Context: an optimization exercise on an open-source flow, tuned for small area, a short achievable clock period and few clock cycles per item. The choices shown serve that exercise and are no tape-out recipe. Where RTL was checked, it was by simulation tests only, not by an equivalence proof against the original. Power and IR drop assume default switching activity.

==> flow/design.v (excerpt) <==
module band_topk_balanced_selector (
    input  logic                 i_clk,
    input  logic                 i_rst_n,
    input  logic                 i_in_valid,
    output logic                 o_in_ready,
    input  logic [33:0]          i_in_data,
    output logic                 o_out_valid,
    input  logic                 i_out_ready,
    output logic [18:0]          o_out_data,
    input  logic                 i_cfg_valid,
    output logic                 o_cfg_ready,
    input  logic [bts_pkg::CFG_IDX_W-1:0] i_cfg_index,
    input  logic [bts_pkg::BAND_W-1:0]    i_cfg_data
);
For scale: roughly 1,100 flip-flops, about 77 I/O pins, about 0.054 mm2 of cells after synthesis.
make LEC_CHECK=0 CAP_MARGIN=20 CORE_MARGIN=2 CORE_UTILIZATION=50 PLACE_DENSITY=0.7 SETUP_SLACK_MARGIN=5.0 SLEW_MARGIN=20 finish   # period 8.0 ns
run.sh (not shown) runs the stock make flow with config.mk's settings and CLKGATE_MAP_FILE= SYNTH_SCRIPT=/design/flow/synth_recipe.tcl, a recipe that flattens the netlist after the stock synthesis.
Testbench counts at the start, summed over its fixed seeds: cycles 7,246, items 4,800.
Edit:
--- a/flow/design.v
+++ b/flow/design.v
@@ -120,16 +120,17 @@
     logic [bts_pkg::BAND_W-1:0] r_band_low;
     logic [bts_pkg::BAND_W-1:0] r_band_high;
     logic [bts_pkg::BAND_W-1:0] r_band_hm1;      
     logic                       r_band_hnz;      
     logic        r_inv;
     logic [1:0]  r_in_kind;
     logic        r_in_neg;
     logic [14:0] r_in_key;
+    logic [14:0] r_in_hkey [2];   
     logic [15:0] r_in_idx;
     logic        r_in_bok;        
     logic        r_in_fresh;      
     logic        r_skv;
     logic        r_rdy;           
     logic [1:0]  r_sk_kind;
     logic        r_sk_neg;
     logic [14:0] r_sk_key;
@@ -220,21 +221,23 @@
     end
     always_ff @(posedge i_clk) begin
         if (w_a_free) begin
             if (r_skv) begin
                 r_in_kind <= r_sk_kind;
                 r_in_neg  <= r_sk_neg;
                 r_in_key  <= r_sk_key;
                 r_in_idx  <= r_sk_idx;
+                r_in_hkey[r_sk_neg] <= r_sk_key;
             end else begin
                 r_in_kind <= i_in_data[33:32];
                 r_in_neg  <= i_in_data[31];
                 r_in_key  <= w_key;
                 r_in_idx  <= i_in_data[15:0];
+                r_in_hkey[i_in_data[31]] <= w_key;
             end
         end
         r_in_bok   <= (w_a_free && r_skv) ? w_sk_bok : w_in_bok;
         r_in_fresh <= w_a_free && !r_skv && w_acc;
         if (!r_skv) begin
             r_sk_kind <= i_in_data[33:32];
             r_sk_neg  <= i_in_data[31];
             r_sk_key  <= w_key;
@@ -302,36 +305,36 @@
                     end else begin
                         r_used[h][i] <= 1'b1;
                     end
                 end
             end
         end
     end
     logic w_wk [2][NS];
-    logic w_wv;
+    logic w_wv [2];
     logic w_wn [2][NS];
     logic w_sn [2][4];
     logic w_eq [2][4];
     always_comb begin
-        w_wv = key_lt(r_tx_key, r_in_key);
         for (int h = 0; h < 2; h++) begin
+            w_wv[h] = key_lt(r_tx_key, r_in_hkey[h]);
             for (int j = 0; j < NS; j++) begin
-                w_wk[h][j] = !r_used[h][j] || key_lt(r_key[h][j], r_in_key);
+                w_wk[h][j] = !r_used[h][j] || key_lt(r_key[h][j], r_in_hkey[h]);
             end
             for (int i = 0; i < NS; i++) begin
                 if (w_do_clear) begin
                     w_wn[h][i] = 1'b1;
                 end else if (w_path[h][i]) begin
                     if (w_gl[h][i]) begin
                         w_wn[h][i] = w_wk[h][(2*i+1) % NS];
                     end else if (w_gr[h][i]) begin
                         w_wn[h][i] = w_wk[h][(2*i+2) % NS];
                     end else begin
-                        w_wn[h][i] = w_wv;
+                        w_wn[h][i] = w_wv[h];
                     end
                 end else begin
                     w_wn[h][i] = w_wk[h][i];
                 end
             end
             for (int c = 0; c < 4; c++) begin
                 w_eq[h][c] = (r_tx_key == r_key[h][2*c+1]);
             end
Outcome: Cell area climbs by about 4.3%; via count climbs by about 0.9%; global-route usage drops by 0.12 points; total power climbs by 2.0%; fmax drops by about 6.4%; cell count climbs by about 2.7%; routed wire length climbs by 0.77%; non-clock buffer count climbs by 106; combinational power drops by about 7.5%; register-to-register slack got worse by 0.21 ns.
For the second run of this note, only the layout was checked, not whether the RTL still works.

run 2:
band_topk_balanced_selector, a different RTL version from the one above (not shown whole).
Size: ~4,800 cells after synthesis, roughly 1,100 flip-flops, roughly 77 I/O pins, about 54,000 um^2 of cells after synthesis.
export LEC_CHECK = 0
export CAP_MARGIN = 20
export CORE_MARGIN = 2
export CORE_UTILIZATION = 50
export PLACE_DENSITY = 0.7
export SETUP_SLACK_MARGIN = 5.0
export SLEW_MARGIN = 20
create_clock -name core_clock -period 8.0 [get_ports {i_clk}]
Edits applied to the flow inputs when going from run 2 to run 3:
-- flow/design.v --
<<< run 2, line 98
    localparam int NS     = bts_pkg::HEAP_SLOTS;      
    localparam int NP     = 2 * NS;                   
    localparam int SNAP_K = 6;                        
    localparam int LIVE_P = 2 * (NS - 1 - SNAP_K);    
    function automatic logic key_lt(input logic [15:0] a, input logic [15:0] b);
>>> run 3, line 98
    localparam int NS     = bts_pkg::HEAP_SLOTS;      
    localparam int NP     = 2 * NS;                   
    localparam int SNAP_K = 8;                        
    localparam int LIVE_P = 2 * (NS - 1 - SNAP_K);    
    function automatic logic key_lt(input logic [15:0] a, input logic [15:0] b);
<<< run 2, line 180
        r_band_hnz <= (r_band_high != 15'd0);
    end
    logic w_gl   [2][NS];
    logic w_gr   [2][NS];
    logic w_pre  [2][NS];
    logic w_path [2][NS];
    logic w_e_live;       
    logic w_conflict;     
>>> run 3, line 180
        r_band_hnz <= (r_band_high != 15'd0);
    end
    logic w_e_live;       
    logic w_conflict;     
<<< run 2, line 193
        for (int j = 0; j < LIVE_P; j++) begin
            w_e_live = w_e_live || r_m[j];
            if (w_pre[j % 2][NS - 1 - j / 2] && r_m[j]) w_conflict = 1'b1;
        end
    end
>>> run 3, line 189
        for (int j = 0; j < LIVE_P; j++) begin
            w_e_live = w_e_live || r_m[j];
            if ((r_tx_neg == j[0]) && r_w[j % 2][NS - 1 - j / 2] && r_m[j]) w_conflict = 1'b1;
        end
    end
<<< run 2, line 248
        r_sk_fresh <= !r_skv && w_acc && !w_a_free;
    end
    always_comb begin
        for (int h = 0; h < 2; h++) begin
>>> run 3, line 244
        r_sk_fresh <= !r_skv && w_acc && !w_a_free;
    end
    logic w_gl   [2][NS];
    logic w_gr   [2][NS];
    logic w_pre  [2][NS];
    logic w_path [2][NS];
    always_comb begin
        for (int h = 0; h < 2; h++) begin
[summary]
- Going from run 2 to run 3, post-synthesis to final-layout area growth shrank by 3.2 points, floorplan die height picked up an extra 0.41%, combinational power saw little to no change, total placed cells including tap cells lost 43.
- The layout clock buffer count of run 3 is higher than that of run 2.
- Worst setup slack: run 3 better than run 2
- Multi-input gate share of the layout cell area in run 3 is 1.7 points lower than in run 2
- Run 3 against run 2: area share of and/or/nand/nor cells after synthesis has increased; relative contribution of combinational cells to total power shrank by 0.2 points; post-synthesis net count shows a reduction of 85; final cycle utilization of the critical path decreased 3.2 points.
- Where total power after layout is concerned, run 2 is better than run 3.
- [compare] base=run 2 new=run 3: number of sinks on the clock net saw an increase; die area higher.
No functional check of the RTL was part of any run of this note.

==> afterwards: timing with drivers on the ports <==
The results above use ideal ports. As a check the final layouts listed here were re-extracted and re-timed, cells and wires unchanged.
Step 1 (the two cells are an assumption about what drives the block):
set clk [get_ports {i_clk}]
set_driving_cell -lib_cell sky130_fd_sc_hd__clkbuf_16 $clk
set_driving_cell -lib_cell sky130_fd_sc_hd__buf_2 [delete_from_list [all_inputs] $clk]
Step 2 adds t to the input delays and takes it off the output delays; t is the mean of the earliest and latest rising clock arrival at the registers after step 1. Input paths then give back, and output paths get back, about the clock's delay inside the block.
Three values: ideal, step 1, step 2; two values: the first two.
run | shift t [ns] | slack for setup (ns) | worst register clock-pin slew, ns | worst data-port slew with drivers (ns) | pins driven straight from the clock port
the first run of note 1 | 0.805 | 4.896 / 4.896 / 4.332 | 0.07 / 0.07 | 0.04 | 1
the second run of note 1 | 0.801 | 4.683 / 4.683 / 4.295 | 0.07 / 0.07 | 0.05 | 1
run 2 | 0.791 | 4.586 / 4.586 / 4.396 | 0.07 / 0.07 | 0.05 | 1
run 3 | 0.798 | 4.846 / 4.846 / 4.253 | 0.07 / 0.07 | 0.06 | 1
After both steps setup and hold are still met in every run listed. The setup slack of run 3, which loses most, moves by 0.000 ns with the drivers and by -0.593 ns with both steps.
